Background: an optimization exercise with open tools, aiming at small area, a short achievable clock period and few clock cycles. Do not read the settings as production practice. At most, simulation tests tie the RTL to the original design; equivalence was not proved.

// rv32imc_instruction_execute
module rv32imc_instruction_execute (
  input  logic        clk_i,
  input  logic        rst_ni,
  input  logic        in_valid_i,
  output logic        in_ready_o,
  input  logic        cmd_i,
  input  logic [31:0] instruction_i,
  input  logic [31:0] read_data_i,
  input  logic        access_ok_i,
  output logic        out_valid_o,
  input  logic        out_ready_i,
  output logic [2:0]  status_o,
  output logic [31:0] access_address_o,
  output logic [2:0]  access_size_o,
  output logic [31:0] write_data_o,
  output logic [31:0] next_pc_o
);
==> flow/config.mk <==
export PLATFORM = sky130hd
export DESIGN_NAME = rv32imc_instruction_execute
export DESIGN_NICKNAME = rv32imc_instruction_execute
export VERILOG_FILES = /design/flow/design.v
export SDC_FILE = /design/flow/constraint.sdc
export NUM_CORES = 4
export LEC_CHECK = 0
export ABC_CLOCK_PERIOD_IN_PS = 4000
export CAP_MARGIN = 20
export CORE_MARGIN = 2
export CORE_UTILIZATION = 45
export PLACE_DENSITY = 0.6
export SETUP_SLACK_MARGIN = 5
export SLEW_MARGIN = 20
export TNS_END_PERCENT = 100
==> flow/constraint.sdc <==
create_clock -name core_clock -period 13.0 [get_ports {clk_i}]
set_input_delay 2.6000 -clock core_clock [delete_from_list [all_inputs] [get_ports {clk_i}]]
set_output_delay 2.6000 -clock core_clock [all_outputs]
set_load 0.01 [all_outputs]
run.sh (not shown) runs the stock make flow with config.mk's settings and CLKGATE_MAP_FILE= SYNTH_SCRIPT=/design/flow/synth_recipe.tcl, a recipe that flattens the netlist after the stock synthesis.
The starting point ran to the end with no violations.
Next try:
==> flow/flow/run.sh (new file) <==
#!/bin/bash
set -euo pipefail
bash standard.sh SETUP_SLACK_MARGIN=8 finish > std_flow.log 2>&1
==> flow/standard.sh (new file) <==
#!/bin/bash
# synth_recipe.tcl (not shown) runs the flow's synth.tcl, then flattens the netlist and writes it again
# the make line also repeats each setting of config.mk as NAME=value (left out here)
make -C /OpenROAD-flow-scripts/flow DESIGN_CONFIG=/design/flow/config.mk WORK_HOME=/design/flow/orfs CLKGATE_MAP_FILE= SYNTH_SCRIPT=/design/flow/synth_recipe.tcl "${@:-finish}"
Settings changed: SETUP_SLACK_MARGIN 5 to default.
removed: flow/run.sh
Non-clock buffer count went up by 131.
Final area rose by 3.6%.
Hold slack is worse by 0.0030 ns.
Setup slack improved by 1.2 ns.
Wire length is about the same.
No run of this note included a check of the RTL's function; only the layout flow was run.

========
v6:
Another version of the RTL of rv32imc_instruction_execute (not shown whole).
For scale: roughly 9500 cells after synthesis, about 99000 µm² of cells after synthesis.
clock: 13.0 ns
lec_check: 0
abc_clock_period_in_ps: 4000
cap_margin: 20
core_margin: 2
core_utilization: 35
place_density: 0.5
slew_margin: 20
tns_end_percent: 100
standard.sh (not shown) runs the stock make flow with config.mk's settings and CLKGATE_MAP_FILE= SYNTH_SCRIPT=/design/flow/synth_recipe.tcl, a recipe that flattens the netlist after the stock synthesis.
==> flow/flow/run.sh <==
#!/bin/bash
set -euo pipefail
bash standard.sh SETUP_SLACK_MARGIN=8 finish > std_flow.log 2>&1
v6: no failed stages, no open violations at the end
Testbench counts of v6, summed over its fixed seeds: cycles 27,994.
Relative to v6, the following input files were edited for v7:
- swapping 35 for 45 in CORE_UTILIZATION
- swapping 0.5 for 0.6 in PLACE_DENSITY
==> flow/flow/run.sh <==
#!/bin/bash
set -euo pipefail
bash standard.sh SETUP_SLACK_MARGIN=8.5 finish > std_flow.log 2>&1
==> summary.txt <==
- The flow did not stop early for v7: all stages ran, and the layout cleared the timing, DRC and antenna checks.
- Row first-pass GRT wire length: v7 lower / v6 higher
- v6 fits on a die that is larger than the die of v7.
- Taking v6 as the reference, in v7 number of gates on the worst path with buffers counted rose 6; worst hold slack after final layout has increased; maximum frequency went up; post-layout instance count excluding filler cells went down about 4.3%.
- On v7: worst path arrival time is 270 ps lower than what v6 gave.

========
wip/delta:
Another version of the RTL of rv32imc_instruction_execute (not shown whole).
Size: about 1500 flip-flops, ~170 I/O pins, ~0.10 mm² of cells after synthesis.
Settings: LEC_CHECK=0, ABC_AREA=1, CAP_MARGIN=20, CORE_MARGIN=2, CORE_UTILIZATION=40, PLACE_DENSITY=0.55, SLEW_MARGIN=20, TNS_END_PERCENT=100; clock period 13.0 ns.
==> flow/flow/run.sh <==
#!/bin/bash
set -euo pipefail
bash standard.sh SETUP_SLACK_MARGIN=8.5 finish > std_flow.log 2>&1
Testbench counts of wip/delta, summed over its fixed seeds: cycles 27,686.
> inputs changed (wip/delta -> wip/zinc)
- PLACE_DENSITY now 0.6, was 0.55
- CORE_UTILIZATION now 45, was 40
Findings:
Lower global-route met1 utilization among wip/delta and wip/zinc: wip/delta
Any difference in multi-input combinational area share between wip/delta and wip/zinc is small enough to ignore.
Compared to wip/delta, wip/zinc shows a narrower setup margin.
Of the two values seen for termination of the worst setup path, u_dp.p_lo[31] was produced by wip/delta and u_dp.dv_q[0] by wip/zinc.
Input changes introduced in wip/nickel (baseline for comparison: wip/zinc):
- CORE_UTILIZATION changed from 45 to 40
- PLACE_DENSITY changed from 0.6 to 0.55
==> flow/flow/run.sh <==
#!/bin/bash
set -euo pipefail
bash standard.sh SETUP_SLACK_MARGIN=8.25 finish > std_flow.log 2>&1
Findings:
When wip/nickel is measured against wip/zinc, its overall track demand over capacity in global routing turns out 5.4 points lower. Taking wip/zinc as the reference point, the final cell count without fillers of wip/nickel rises by 218. u_dp.dv_q[13] as the end of the critical path was reported by wip/nickel, and u_dp.dv_q[0] by wip/zinc. wip/nickel ended with every stage complete and zero timing, DRC or antenna violations. Average via count per standard cell is higher on wip/zinc. Of wip/zinc and wip/nickel, the run reporting the higher global-route met3 utilization was wip/zinc. Die area, wip/nickel vs wip/zinc: up by more than 10%.
## Diff of input files: wip/amber against wip/nickel
- PLACE_DENSITY now 0.5, was 0.55
- CORE_UTILIZATION now 35, was 40
==> flow/flow/run.sh <==
#!/bin/bash
set -euo pipefail
bash standard.sh SETUP_SLACK_MARGIN=8.5 finish > std_flow.log 2>&1
Results
Cell area on wip/amber is behind wip/nickel.
Setup changes, wip/amber to wip/maple
- PLACE_DENSITY: 0.5 -> 0.6
- SETUP_SLACK_MARGIN: unset -> 5
- CORE_UTILIZATION: 35 -> 45
==> flow/run.sh (new file) <==
#!/bin/bash
# synth_recipe.tcl (not shown) runs the flow's synth.tcl, then flattens the netlist and writes it again
# the make line also repeats each setting of config.mk as NAME=value (left out here)
make -C /OpenROAD-flow-scripts/flow DESIGN_CONFIG=/design/flow/config.mk WORK_HOME=/design/flow/orfs CLKGATE_MAP_FILE= SYNTH_SCRIPT=/design/flow/synth_recipe.tcl finish
removed: flow/flow/run.sh
removed: flow/standard.sh
Findings:
wip/maple | status: complete | timing, DRC, antenna: pass
wip/maple ended with more average vias per placed instance than wip/amber.
Number of placement rows shrinks by more than 10% when moving from wip/amber to wip/maple.
| sequential share of cell area | wip/maple vs wip/amber | 2.4 points higher |
Global routing usage summed across all routing layers for wip/maple: 7.0 points up relative to wip/amber
Compared wip/maple against wip/amber; DRC violation count after routing within noise.
On worst hold slack, wip/amber tracks wip/maple almost exactly.

========
Another version of the RTL of rv32imc_instruction_execute (not shown whole).
Size: roughly 12,000 cells after synthesis, ~1,500 flip-flops, ~170 I/O pins.
==> flow/config.mk <==
export PLATFORM = sky130hd
export DESIGN_NAME = rv32imc_instruction_execute
export DESIGN_NICKNAME = rv32imc_instruction_execute
export VERILOG_FILES = /design/flow/design.v
export SDC_FILE = /design/flow/constraint.sdc
export NUM_CORES = 4
export LEC_CHECK = 0
export ABC_AREA = 1
export CAP_MARGIN = 20
export CORE_MARGIN = 2
export CORE_UTILIZATION = 45
export PLACE_DENSITY = 0.6
export SLEW_MARGIN = 20
export TNS_END_PERCENT = 100
==> flow/constraint.sdc <==
create_clock -name core_clock -period 13.0 [get_ports {clk_i}]
set_input_delay 2.6000 -clock core_clock [delete_from_list [all_inputs] [get_ports {clk_i}]]
set_output_delay 2.6000 -clock core_clock [all_outputs]
set_load 0.01 [all_outputs]
==> flow/flow/run.sh <==
#!/bin/bash
set -euo pipefail
bash standard.sh SETUP_SLACK_MARGIN=8 finish > std_flow.log 2>&1
Testbench counts at the start, summed over its fixed seeds: cycles 27,994.
Change:
==> flow/flow/run.sh (replaced) <==
#!/bin/bash
set -euo pipefail
bash standard.sh SETUP_SLACK_MARGIN=8.5 finish > std_flow.log 2>&1
Settings changed: ABC_AREA 1 to not set, ABC_CLOCK_PERIOD_IN_PS set to 4000.
Outcome: Utilization rose by 2.5 points. Setup slack improved by 0.41 ns. Critical path depth rose by 3. Register-to-register slack improved by 0.41 ns.
Change:
Settings changed: ABC_AREA set to 1, ABC_CLOCK_PERIOD_IN_PS 4000 to not set.
Effect: Register-to-register slack gains 0.09 ns; fmax rose by about 2%; global-route usage rises by 1.4 points; cell count rose by 17%; design area is about the same; flip-flop and latch count is unchanged; worst setup slack is better by 0.090 ns.

==> re-timing with driven ports <==
The flow's constraints put no driver on any port. The routed layouts listed below were extracted and timed again, unchanged, in two steps. Step 1 (the two cells are an assumption about what drives the block):
set clk [get_ports {clk_i}]
set_driving_cell -lib_cell sky130_fd_sc_hd__clkbuf_16 $clk
set_driving_cell -lib_cell sky130_fd_sc_hd__buf_2 [delete_from_list [all_inputs] $clk]
Step 2 also shifts input and output timing later by t, the mid clock arrival at the registers, as if the neighbouring blocks saw the same clock. a / b / c = ideal / step 1 / step 2; a / b = the first two.
run	t, ns	slack for setup (ns)	worst setup path after step 2	worst data-port slew with drivers (ns)
the first run of note 1	0.943	5.467 / 5.467 / 5.467	register to register	0.05
the second run of note 1	0.946	6.617 / 6.617 / 6.617	register to register	0.05
v6	0.972	7.858 / 7.858 / 7.095	input to register	0.05
v7	0.944	8.010 / 8.010 / 7.604	input to register	0.05
wip/delta	0.932	8.242 / 8.242 / 7.678	input to register	0.07
wip/zinc	0.960	8.146 / 8.146 / 7.676	input to register	0.08
wip/nickel	0.957	8.049 / 8.049 / 7.537	input to register	0.08
wip/amber	0.971	8.279 / 8.279 / 7.667	input to register	0.07
wip/maple	0.950	6.529 / 6.529 / 6.240	input to register	0.07
the first run of note 4	0.993	7.714 / 7.714 / 7.131	input to register	0.06
the second run of note 4	0.928	8.129 / 8.129 / 7.642	input to register	0.05
the third run of note 4	0.966	8.219 / 8.219 / 7.652	input to register	0.06
After both steps every run listed still meets setup and hold. For v6, which loses most, drivers alone change the setup slack by 0.000 ns; drivers and shift together by -0.763 ns.
